What follows belongs to an exercise in optimizing a design on an open flow for small area; a production flow would make more cautious choices. Where RTL was checked, it was by simulation tests only, not by an equivalence proof against the original. Power figures rest on the tool's default switching activity, not on a simulated workload. The flow treats the clock pin as an ideal source, which a real chip does not have.

job 4898:
Design rv_pipeline_top, start of the top module:
module rv_pipeline_top (
  input  logic          clk,
  input  logic          reset,
  input  rv_pkg::word_t instr,
  input  rv_pkg::word_t read_data,
  output rv_pkg::word_t pc,
  output logic          mem_write,
  output rv_pkg::word_t data_addr,
  output rv_pkg::word_t write_data
);
  logic [1:0] ph;      
  logic       ps;      
  logic       clr;     
  always_ff @(posedge clk or posedge reset) begin
    if (reset) begin
      ph  <= 2'd0;
      ps  <= 1'b0;
      clr <= 1'b1;
    end else begin
      ph <= {ph[1] ^ ph[0], ~ph[0]};
      if (ph == 2'd3) begin
        ps  <= ~ps;
        clr <= 1'b0;
      end
    end
  end
  function automatic logic [8:0] add8(input logic [7:0] x, input logic [7:0] y, input logic c);
    logic [7:0] o;
    logic       k;
    k = c;
    for (int i = 0; i < 8; i++) begin
      o[i] = x[i] ^ y[i] ^ k;
      k    = (x[i] & y[i]) | (x[i] & k) | (y[i] & k);
    end
    add8 = {k, o};
  endfunction
  logic last;
  assign last = ps && ph == 2'd3;
  logic [6:0] opc;
  logic [2:0] f3;
  logic [4:0] rs1, rs2, rd;
  logic [4:0] cf;
  logic       b30;
  assign opc = instr[6:0];
  assign f3  = instr[14:12];
  assign rd  = instr[11:7];
  assign rs1 = instr[19:15];
  assign rs2 = instr[24:20];
  assign cf  = {instr[26:25], instr[14:12]};
  assign b30 = instr[30];
  ...
Size in the first run: roughly 2700 cells after synthesis, about 1100 flip-flops, roughly 160 I/O pins.
clock: 10.0 ns
lec_check: 0
cap_margin: 0
core_margin: 2
core_utilization: 45
cts_buf_list: sky130_fd_sc_hd__clkbuf_16
cts_cluster_diameter: 80
cts_cluster_size: 30
place_density: 0.55
slew_margin: 0
synth_hierarchical: 1
standard.sh (not shown) runs the stock make flow with config.mk's settings and CLKGATE_MAP_FILE= SYNTH_SCRIPT=/design/flow/synth_recipe.tcl, a recipe that flattens the netlist after the stock synthesis.
==> flow/flow/run.sh <==
#!/bin/bash
# The standard layout (standard.sh: standard synthesis, floorplan, place,
# CTS, route), with two changes: ports are buffered with buf_1 instead of the
# resizer's default pick, and CTS inserts no dummy loads.
set -o pipefail
export BUFFER_PORTS_ARGS="-buffer_cell sky130_fd_sc_hd__buf_1"
export GPL_KEEP_OVERFLOW=0
export CTS_ARGS="-sink_clustering_enable -repair_clock_nets -dont_use_dummy_load -buf_list sky130_fd_sc_hd__clkbuf_16 -sink_clustering_size 34 -sink_clustering_max_diameter 85"
bash standard.sh > standard.log 2>&1
Job 4898: flow complete, layout not clean; failing: capacitance limit, slew limit
Edits applied to the flow inputs when going from job 4898 to job 5203:
==> flow/run.sh (new file) <==
#!/bin/bash
# synth_recipe.tcl (not shown) runs the flow's synth.tcl, then flattens the netlist and writes it again
# the make line also repeats each setting of config.mk as NAME=value (left out here)
make -C /OpenROAD-flow-scripts/flow DESIGN_CONFIG=/design/flow/config.mk WORK_HOME=/design/flow/orfs CLKGATE_MAP_FILE= SYNTH_SCRIPT=/design/flow/synth_recipe.tcl finish
removed: flow/flow/run.sh
removed: flow/standard.sh
### Flow results
Across job 5203 and job 4898, a clean result was obtained everywhere but in job 4898. Job 5203 against job 4898: average wire per standard cell grew by 0.77%; combinational group share of total power +0.6 points; core utilization climbed 2.6 points; final critical path time including I/O delays and setup saw a decrease; switching fraction of total power increased 1.2 points. Comparing job 5203 and job 4898, the lower layout-stage area growth over the synthesis result was measured on job 4898.
Inputs modified between job 5203 and job 2924:
==> flow/flow/run.sh (new file) <==
#!/bin/bash
# The standard layout (standard.sh: standard synthesis, floorplan, place,
# CTS, route), with two changes: ports are buffered with buf_1 instead of the
# resizer's default pick, and CTS inserts no dummy loads.
set -o pipefail
export BUFFER_PORTS_ARGS="-buffer_cell sky130_fd_sc_hd__buf_1"
export CTS_ARGS="-sink_clustering_enable -repair_clock_nets -dont_use_dummy_load -buf_list sky130_fd_sc_hd__clkbuf_16 -sink_clustering_size 30 -sink_clustering_max_diameter 80"
bash standard.sh > standard.log 2>&1
==> flow/standard.sh (new file) <==
#!/bin/bash
# synth_recipe.tcl (not shown) runs the flow's synth.tcl, then flattens the netlist and writes it again
# the make line also repeats each setting of config.mk as NAME=value (left out here)
make -C /OpenROAD-flow-scripts/flow DESIGN_CONFIG=/design/flow/config.mk WORK_HOME=/design/flow/orfs CLKGATE_MAP_FILE= SYNTH_SCRIPT=/design/flow/synth_recipe.tcl "${@:-finish}"
removed: flow/run.sh
[summary]
Proportion of cell area spent on the clock network, job 2924 and job 5203: larger value in job 5203. [compare] base=job 5203 new=job 2924: design area shows a reduction of about 3.3%, row count shows no meaningful change, portion of the clock cycle consumed by the worst path in the final layout shows an increase of 1.5 points. The share of power burned in combinational logic number comes out lower for job 2924 vs job 5203. Job 2924 did not stop at any stage, and its layout met the timing, design-rule and antenna checks. Setup slack after layout was lower in the run labelled job 2924.
The following lists how job 2104 was set up differently from job 2924:
Settings: swapping 45 for 60 in CORE_UTILIZATION; putting GPL_TIMING_DRIVEN at 0 where nothing was set; swapping 0.55 for 0.7 in PLACE_DENSITY.
[summary]
- First-iteration DRC count on job 2104 is behind job 2924.
- Job 2924 vs job 2104, launching element of the worst setup path: instr[15] vs instr[18]
- Job 2104 reports its endpoint of the most critical setup path as u_rf.regs[7][31]$_DFF_P_ while job 2924 reports u_rf.regs[11][31]$_DFF_P_.
- Summary of job 2104 over job 2924: routability congestion estimate has increased; wire length now larger; fraction of power consumed by the clock network increased by 0.2 points relative to the old numbers; share of cell area taken by multi-input logic gates increased by 0.65 points relative to the old numbers.
- Complete run, failing final checks: job 2104, reason capacitance limit, slew limit.

---

Starting RTL as in the previous note.
clock: 10.0 ns
lec_check: 0
cap_margin: 10
core_margin: 2
core_utilization: 45
cts_buf_list: sky130_fd_sc_hd__clkbuf_16
cts_cluster_diameter: 80
cts_cluster_size: 30
place_density: 0.55
setup_slack_margin: 0.2
slew_margin: 10
synth_hierarchical: 1
==> flow/flow/run.sh <==
#!/bin/bash
# The standard layout (standard.sh: standard synthesis, floorplan, place,
# CTS, route), with two changes: ports are buffered with buf_1 instead of the
# resizer's default pick, and CTS inserts no dummy loads.
set -o pipefail
export BUFFER_PORTS_ARGS="-buffer_cell sky130_fd_sc_hd__buf_1"
export GPL_KEEP_OVERFLOW=0
export CTS_ARGS="-sink_clustering_enable -repair_clock_nets -dont_use_dummy_load -buf_list sky130_fd_sc_hd__clkbuf_16 -sink_clustering_size 34 -sink_clustering_max_diameter 85"
bash standard.sh > standard.log 2>&1
Next try:
--- a/flow/flow/run.sh
+++ b/flow/flow/run.sh
@@ -6,3 +6,2 @@
 export BUFFER_PORTS_ARGS="-buffer_cell sky130_fd_sc_hd__buf_1"
-export GPL_KEEP_OVERFLOW=0
 export CTS_ARGS="-sink_clustering_enable -repair_clock_nets -dont_use_dummy_load -buf_list sky130_fd_sc_hd__clkbuf_16 -sink_clustering_size 34 -sink_clustering_max_diameter 85"
--- a/flow/config.mk
+++ b/flow/config.mk
@@ -7,3 +7,3 @@
 export LEC_CHECK = 0
-export CAP_MARGIN = 10
+export CAP_MARGIN = 0
 export CORE_MARGIN = 2
@@ -14,4 +14,3 @@
 export PLACE_DENSITY = 0.55
-export SETUP_SLACK_MARGIN = 0.2
-export SLEW_MARGIN = 10
+export SLEW_MARGIN = 0
 export SYNTH_HIERARCHICAL = 1
Effect: Final area grows by 1.1%. Clock-buffer cell count shrinks by 1. Clock skew grows by 37 ps. Clock power hardly moves.
Next try:
--- a/flow/config.mk
+++ b/flow/config.mk
@@ -9,3 +9,3 @@
 export CORE_MARGIN = 2
-export CORE_UTILIZATION = 45
+export CORE_UTILIZATION = 52
 export CTS_BUF_LIST = sky130_fd_sc_hd__clkbuf_16
@@ -13,3 +13,3 @@
 export CTS_CLUSTER_SIZE = 30
-export PLACE_DENSITY = 0.55
+export PLACE_DENSITY = 0.62
 export SLEW_MARGIN = 0
After rerunning:
- global-route usage climbs by 3.8 points
- setup slack loses 94 ps
- sequential cell count is unchanged
- clock-buffer cell count came out lower by 1
- total power barely changes
- area after synthesis is unchanged

---

rv_pipeline_top, a different RTL version from the one above (not shown whole).
Size: roughly 3,900 cells after synthesis, about 1,100 flip-flops, roughly 160 I/O pins.
clock: 10.0 ns
lec_check: 0
abc_area: 1
abc_clock_period_in_ps: 10000
cap_margin: 0
core_margin: 2
core_utilization: 55
cts_buf_list: sky130_fd_sc_hd__clkbuf_4 sky130_fd_sc_hd__clkbuf_8
place_density: 0.65
slew_margin: 0
run.sh (not shown) runs the stock make flow with config.mk's settings and CLKGATE_MAP_FILE= SYNTH_SCRIPT=/design/flow/synth_recipe.tcl, a recipe that flattens the netlist after the stock synthesis.
Stock flow here: none of the scripts above is used.
Rerun with:
==> flow/config.mk (replaced) <==
export PLATFORM = sky130hd
export DESIGN_NAME = rv_pipeline_top
export DESIGN_NICKNAME = rv_pipeline_top
export VERILOG_FILES = /design/flow/design.v
export SDC_FILE = /design/flow/constraint.sdc
export NUM_CORES = 4
export LEC_CHECK = 0
export CAP_MARGIN = 0
export CORE_MARGIN = 2
export CORE_UTILIZATION = 30
export CTS_BUF_LIST = sky130_fd_sc_hd__clkbuf_4
export PLACE_DENSITY = 0.38
export SLEW_MARGIN = 0
Setup slack improves by 0.20 ns.
Sequential cell count does not change.
Power went down by a few percent.
Count of clock-buffer cells in the layout came out higher by 175.
Die area increases by well over a third.
Design area grows by a few percent.
Via count drops by a few percent.
No run of this note included a check of the RTL's function; only the layout flow was run.

---

v49:
Another version of the RTL of rv_pipeline_top (not shown whole).
For scale: about 2,700 cells after synthesis, ~1,100 flip-flops, ~160 I/O pins, ~34,000 sq um of cells after synthesis.
==> flow/config.mk <==
export PLATFORM = sky130hd
export DESIGN_NAME = rv_pipeline_top
export DESIGN_NICKNAME = rv_pipeline_top
export VERILOG_FILES = /design/flow/design.v
export SDC_FILE = /design/flow/constraint.sdc
export NUM_CORES = 4
export LEC_CHECK = 0
export CAP_MARGIN = 10
export CORE_MARGIN = 2
export CORE_UTILIZATION = 45
export CTS_BUF_LIST = sky130_fd_sc_hd__clkbuf_16
export CTS_CLUSTER_DIAMETER = 80
export CTS_CLUSTER_SIZE = 30
export PLACE_DENSITY = 0.55
export SETUP_SLACK_MARGIN = 0.2
export SLEW_MARGIN = 10
export SYNTH_HIERARCHICAL = 1
==> flow/constraint.sdc <==
create_clock -name core_clock -period 10.0 [get_ports {clk}]
set_input_delay 2.0000 -clock core_clock [delete_from_list [all_inputs] [get_ports {clk}]]
set_output_delay 2.0000 -clock core_clock [all_outputs]
set_load 0.01 [all_outputs]
standard.sh (not shown) runs the stock make flow with config.mk's settings and CLKGATE_MAP_FILE= SYNTH_SCRIPT=/design/flow/synth_recipe.tcl, a recipe that flattens the netlist after the stock synthesis.
==> flow/flow/run.sh <==
#!/bin/bash
# The standard layout (standard.sh: standard synthesis, floorplan, place,
# CTS, route, each step logging to orfs/logs), with three changes: ports are
# buffered with buf_1 instead of the resizer's default pick, timing-driven
# global placement does not keep its trial buffering (the later repair steps
# fix what is left), and CTS inserts no dummy loads.
set -o pipefail
export BUFFER_PORTS_ARGS="-buffer_cell sky130_fd_sc_hd__buf_1"
export GPL_KEEP_OVERFLOW=0
export CTS_ARGS="-sink_clustering_enable -repair_clock_nets -dont_use_dummy_load -buf_list sky130_fd_sc_hd__clkbuf_16 -sink_clustering_size 30 -sink_clustering_max_diameter 80"
bash standard.sh > standard.log 2>&1
v49 did not stop at any stage, and its layout met the timing, design-rule and antenna checks.
Modified inputs, v56 compared to v49
Settings: SETUP_SLACK_MARGIN: 0.2 -> unset; CAP_MARGIN: 10 -> 0; SLEW_MARGIN: 10 -> 0.
==> flow/flow/run.sh <==
#!/bin/bash
# The standard layout (standard.sh: standard synthesis, floorplan, place,
# CTS, route), with two changes: ports are buffered with buf_1 instead of the
# resizer's default pick, and CTS inserts no dummy loads.
set -o pipefail
export BUFFER_PORTS_ARGS="-buffer_cell sky130_fd_sc_hd__buf_1"
export CTS_ARGS="-sink_clustering_enable -repair_clock_nets -dont_use_dummy_load -buf_list sky130_fd_sc_hd__clkbuf_16 -sink_clustering_size 34 -sink_clustering_max_diameter 85"
bash standard.sh > standard.log 2>&1
Notes after the runs:
- v56 ended with every stage complete and zero timing, DRC or antenna violations.
- Side by side, number of antenna diodes turned out higher in v56 than in v49.
- Against v49 as the reference, v56 delivers a higher minimum setup slack in the final design.
- v56 does better than v49 on headroom to the max-slew limit.
#### Input delta (v14 over v56)
Settings: swapping 0 for 10 in SLEW_MARGIN; swapping 0 for 10 in CAP_MARGIN.
diff --git a/flow/flow/run.sh b/flow/flow/run.sh
--- a/flow/flow/run.sh
+++ b/flow/flow/run.sh
@@ -6,2 +6,3 @@
 export BUFFER_PORTS_ARGS="-buffer_cell sky130_fd_sc_hd__buf_1"
+export GPL_KEEP_OVERFLOW=0
 export CTS_ARGS="-sink_clustering_enable -repair_clock_nets -dont_use_dummy_load -buf_list sky130_fd_sc_hd__clkbuf_16 -sink_clustering_size 34 -sink_clustering_max_diameter 85"
Findings:
- Per the comparison of v14 with v56, number of instances on the worst hold path closely matched the old numbers; placed standard-cell area down about 1.2%.
- Detailed-route wire length per cell: v14 vs v56 — no meaningful difference
- The setup slack after layout number comes out higher for v56 vs v14.
- v14 packs its core more loosely than v56.
- Re non-clock inverter total of the final layout: no difference whatsoever between v56 and v14.
- v14 ended up with a lower global-route wire length before repair than v56 did.
- v56 -> v14: critical path depth decreased by a little under 10%
- When v14 is set beside v56, its global-route usage over all layers turns out to be 0.74 points smaller.
- Cells: v14 has fewer instances than v56
- Comparing v56 and v14, sequential share of cell area is higher on v14.

---

Another version of the RTL of rv_pipeline_top (not shown whole).
For scale: ~35000 µm² of cells after synthesis.
Settings: LEC_CHECK=0, CAP_MARGIN=0, CORE_MARGIN=2, CORE_UTILIZATION=45, CTS_BUF_LIST=sky130_fd_sc_hd__clkbuf_8, CTS_CLUSTER_DIAMETER=60, CTS_CLUSTER_SIZE=16, PLACE_DENSITY=0.55, SLEW_MARGIN=0, SYNTH_HIERARCHICAL=1; clock period 10.0 ns.
run.sh (not shown) runs the stock make flow with config.mk's settings and CLKGATE_MAP_FILE= SYNTH_SCRIPT=/design/flow/synth_recipe.tcl, a recipe that flattens the netlist after the stock synthesis.
Stock flow here: none of the scripts above is used.
The baseline finished with timing, DRC and antenna clean.
Edit:
==> flow/flow/run.sh (new file) <==
#!/bin/bash
# The standard layout (standard.sh: standard synthesis, floorplan, place,
# CTS, route), with two changes: ports are buffered with buf_1 instead of the
# resizer's default pick, and CTS inserts no dummy loads.
set -o pipefail
export BUFFER_PORTS_ARGS="-buffer_cell sky130_fd_sc_hd__buf_1"
export CTS_ARGS="-sink_clustering_enable -repair_clock_nets -dont_use_dummy_load -buf_list sky130_fd_sc_hd__clkbuf_16 -sink_clustering_size 30 -sink_clustering_max_diameter 80"
bash standard.sh > standard.log 2>&1
==> flow/standard.sh (new file) <==
#!/bin/bash
# synth_recipe.tcl (not shown) runs the flow's synth.tcl, then flattens the netlist and writes it again
# the make line also repeats each setting of config.mk as NAME=value (left out here)
make -C /OpenROAD-flow-scripts/flow DESIGN_CONFIG=/design/flow/config.mk WORK_HOME=/design/flow/orfs CLKGATE_MAP_FILE= SYNTH_SCRIPT=/design/flow/synth_recipe.tcl "${@:-finish}"
Settings changed: CTS_BUF_LIST sky130_fd_sc_hd__clkbuf_8 to sky130_fd_sc_hd__clkbuf_16, CTS_CLUSTER_DIAMETER 60 to 80, CTS_CLUSTER_SIZE 16 to 30.
removed: flow/run.sh
Outcome:
- fmax decreases by 0.69%
- via count falls by 1.5%
- critical path depth went down by 1
- total power drops by 2.6%
- setup slack degrades by 0.065 ns
- final area decreases by 3.7%
- hold slack loses 0.069 ns
- wire length drops by 1.3%
Edit:
==> flow/run.sh (new file) <==
#!/bin/bash
# synth_recipe.tcl (not shown) runs the flow's synth.tcl, then flattens the netlist and writes it again
# the make line also repeats each setting of config.mk as NAME=value (left out here)
make -C /OpenROAD-flow-scripts/flow DESIGN_CONFIG=/design/flow/config.mk WORK_HOME=/design/flow/orfs CLKGATE_MAP_FILE= SYNTH_SCRIPT=/design/flow/synth_recipe.tcl finish
removed: flow/flow/run.sh
removed: flow/standard.sh
=> The changed run completed without violations. Clock-buffer cell count falls by 3. Sequential power hardly moves. Hold slack improved by 0.053 ns. Wire length increases by 0.69%. Clock power is higher by about 5%.
Edit:
==> flow/flow/run.sh (new file) <==
#!/bin/bash
set -o pipefail
cp standard.sh standard.sh.txt 2>/dev/null
export BUFFER_PORTS_ARGS="-buffer_cell sky130_fd_sc_hd__buf_1"
export CTS_ARGS="-sink_clustering_enable -repair_clock_nets -dont_use_dummy_load -buf_list sky130_fd_sc_hd__clkbuf_16 -sink_clustering_size 30 -sink_clustering_max_diameter 80"
bash standard.sh > standard.log 2>&1
==> flow/standard.sh (new file) <==
#!/bin/bash
# synth_recipe.tcl (not shown) runs the flow's synth.tcl, then flattens the netlist and writes it again
# the make line also repeats each setting of config.mk as NAME=value (left out here)
make -C /OpenROAD-flow-scripts/flow DESIGN_CONFIG=/design/flow/config.mk WORK_HOME=/design/flow/orfs CLKGATE_MAP_FILE= SYNTH_SCRIPT=/design/flow/synth_recipe.tcl "${@:-finish}"
removed: flow/run.sh
=> Core utilization goes down by 1.8 points. Setup slack gets better by 0.038 ns. Final cell count shrinks by 0.81%. Design area decreases by 3.4%. Hold slack got worse by 0.053 ns. Routed wire length came out lower by 0.69%. Total power decreases by 2.2%. Critical path depth goes down by 1. Sequential share of layout area went up by 2.0 points. Non-clock buffer count goes down by 21. First-iteration DRC count rose by 0.49%.

==> afterwards: timing with drivers on the ports <==
The results above use ideal ports. As a check the final layouts listed here were re-extracted and re-timed, cells and wires unchanged.
Step 1: set_driving_cell puts a clkbuf_16 on clk and a buf_2 on each other input, an assumption about the parent block.
Step 2 also shifts input and output timing later by t, the mid clock arrival at the registers, as if the neighbouring blocks saw the same clock.
Slacks: no drivers / after step 1 / after step 2; pairs: no drivers / after step 1.
run	t, ns	setup slack, ns	latest minus earliest clock arrival (ns)	worst data-port slew with drivers (ns)	pins driven straight from the clock port
job 4898	0.652	0.215 / 0.258 / -0.394	0.092 / 0.092	0.05	1
job 5203	0.697	1.099 / 1.128 / 0.431	0.051 / 0.050	0.07	1
job 2924	0.646	0.944 / 0.972 / 0.325	0.083 / 0.083	0.11	1
job 2104	0.672	0.151 / 0.187 / -0.485	0.122 / 0.123	0.05	1
the first run of note 2	0.645	0.374 / 0.397 / -0.248	0.083 / 0.083	0.05	1
the second run of note 2	0.662	0.984 / 1.010 / 0.348	0.118 / 0.118	0.11	1
the third run of note 2	0.672	0.890 / 0.928 / 0.256	0.081 / 0.080	0.09	1
the first run of note 3	0.874	1.077 / 1.029 / 0.155	0.066 / 0.066	0.13	1
the second run of note 3	1.246	1.281 / 1.279 / 0.034	0.109 / 0.109	0.07	1
v49	0.641	0.439 / 0.483 / -0.158	0.080 / 0.079	0.04	1
v56	0.651	1.405 / 1.392 / 0.741	0.120 / 0.120	0.10	1
v14	0.654	0.309 / 0.356 / -0.299	0.093 / 0.093	0.04	1
the first run of note 5	0.791	0.740 / 0.748 / -0.044	0.059 / 0.059	0.06	1
the second run of note 5	0.660	0.675 / 0.706 / 0.046	0.088 / 0.088	0.10	1
the third run of note 5	0.685	0.636 / 0.656 / -0.029	0.057 / 0.057	0.06	1
the fourth run of note 5	0.660	0.675 / 0.706 / 0.046	0.088 / 0.088	0.10	1
The setup slack of the second run of note 3, which loses most, moves by -0.002 ns with the drivers and by -1.247 ns with both steps.
